This is an optimization exercise on Yosys and OpenROAD, whose aim is small area and a short achievable clock period, not a production implementation.
The RTL was checked by simulation tests, not by an equivalence proof against the original design.

Design mdu_param, start of the top module:
module mdu_param #(
    parameter int WIDTH       = 32,
    parameter int MULT_CYCLES = 5,
    parameter int DIV_CYCLES  = 10
) (
    input  logic             clk,
    input  logic             reset,
    input  logic             req,
    input  logic [WIDTH-1:0] in_a,
    input  logic [WIDTH-1:0] in_b,
    input  logic [3:0]       MDUOp,
    input  logic             start,
    output logic [WIDTH-1:0] data_hi,
    output logic [WIDTH-1:0] data_lo,
    output logic             busy
);
For scale: ~2800 cells after synthesis, ~190 flip-flops, about 140 I/O pins, ~19000 um^2 of cells after synthesis.
Settings: LEC_CHECK=0, ABC_AREA=1, CAP_MARGIN=20, CORE_MARGIN=2, CORE_UTILIZATION=40, SLEW_MARGIN=60; clock period 90.0 ns.
standard.sh (not shown) runs the stock make flow with config.mk's settings and CLKGATE_MAP_FILE= SYNTH_SCRIPT=/design/flow/synth_recipe.tcl, a recipe that flattens the netlist after the stock synthesis.
==> flow/flow/run.sh <==
#!/bin/bash
set -euo pipefail
export BUFFER_PORTS_ARGS="-buffer_cell sky130_fd_sc_hd__buf_1"
export CTS_ARGS="-sink_clustering_enable -repair_clock_nets -buf_list sky130_fd_sc_hd__clkbuf_8 -sink_clustering_size 10 -dont_use_dummy_load"
bash standard.sh > standard.log 2>&1
The first run completed without violations.
Edit:
SLEW_MARGIN = 80   (was 60)
After rerunning: The changed run passed the timing, design-rule and antenna checks; core utilization increases by 4.0 points; worst hold slack degrades by 13 ps; wire length climbs by 1.9%.
Edit:
SLEW_MARGIN = 20   (was 80)
Result: The changed run finished clean; wire length went down by 1.7%; design area went down by 9.0%; synthesized area is unchanged; die area does not change; non-clock buffer count goes down by 51; setup slack degrades by 330 ps; sequential share of layout area came out higher by 1.8 points; sequential cell count stays the same.

========
before:
Another version of the RTL of mdu_param (not shown whole).
For scale: about 2,600 cells after synthesis, ~180 flip-flops, roughly 18,000 µm² of cells after synthesis.
## mdu_param
module mdu_param #(
    parameter int WIDTH       = 32,
    parameter int MULT_CYCLES = 5,
    parameter int DIV_CYCLES  = 10
) (
    input  logic             clk,
    input  logic             reset,
    input  logic             req,
    input  logic [WIDTH-1:0] in_a,
    input  logic [WIDTH-1:0] in_b,
    input  logic [3:0]       MDUOp,
    input  logic             start,
    output logic [WIDTH-1:0] data_hi,
    output logic [WIDTH-1:0] data_lo,
    output logic             busy
);
==> flow/config.mk <==
export PLATFORM = sky130hd
export DESIGN_NAME = mdu_param
export DESIGN_NICKNAME = mdu_param
export VERILOG_FILES = /design/flow/design.v
export SDC_FILE = /design/flow/constraint.sdc
export NUM_CORES = 4
export LEC_CHECK = 0
export ABC_AREA = 1
export CAP_MARGIN = 20
export CORE_MARGIN = 2
export CORE_UTILIZATION = 40
export SLEW_MARGIN = 60
==> flow/constraint.sdc <==
create_clock -name core_clock -period 90.0 [get_ports {clk}]
set_input_delay 18.0000 -clock core_clock [delete_from_list [all_inputs] [get_ports {clk}]]
set_output_delay 18.0000 -clock core_clock [all_outputs]
set_load 0.01 [all_outputs]
==> flow/flow/run.sh <==
#!/bin/bash
set -euo pipefail
export BUFFER_PORTS_ARGS="-buffer_cell sky130_fd_sc_hd__buf_1"
export CTS_ARGS='-sink_clustering_enable -repair_clock_nets -buf_list sky130_fd_sc_hd__clkbuf_16 -sink_clustering_size 30 -sink_clustering_max_diameter 100 -dont_use_dummy_load'
bash standard.sh > standard.log 2>&1
before: all stages complete, timing, DRC and antenna checks passed
The inputs of after differ from those of before as listed below.
==> flow/flow/run.sh <==
#!/bin/bash
set -euo pipefail
export BUFFER_PORTS_ARGS="-buffer_cell sky130_fd_sc_hd__buf_1"
export CTS_ARGS='-sink_clustering_enable -repair_clock_nets -buf_list sky130_fd_sc_hd__clkbuf_8 -tree_buf sky130_fd_sc_hd__clkbuf_16 -sink_clustering_levels 1 -dont_use_dummy_load'
bash standard.sh > standard.log 2>&1
==> notes.md <==
Synthesis-to-layout area growth: after vs before, no meaningful difference
As far as sequential share of cell area is concerned, before and after perform about the same.
Wire length of before is on par with after.
before has higher length of routed met3 wiring than after.
The number of filler instances in the final layout on after is in line with that on before.

==> re-timing with driven ports <==
In the flow no input, the clock included, has a driving cell. The finished layouts below were timed again as built, in two steps.
Step 1 assumes that a clkbuf_16 drives the clock port and a buf_2 every other input.
Step 2, shift: input delay + t, output delay - t, t = (earliest + latest rising clock arrival at the registers) / 2. This alone moves slack from input paths to output paths.
Slacks: ideal / step 1 / step 2; pairs: ideal / step 1.
run	t (ns)	setup WS [ns]	latest minus earliest clock arrival (ns)
the first run of note 1	0.577	70.622 / 70.652 / 70.076	0.045 / 0.045
the second run of note 1	0.574	70.747 / 70.696 / 70.272	0.035 / 0.034
the third run of note 1	0.625	70.419 / 70.449 / 69.824	0.043 / 0.043
before	0.549	70.571 / 70.599 / 70.050	0.030 / 0.030
after	0.683	70.687 / 70.635 / 70.040	0.028 / 0.029
After both steps every run listed still meets setup and hold. The setup slack of after, which loses most, moves by -0.052 ns with the drivers and by -0.647 ns with both steps.
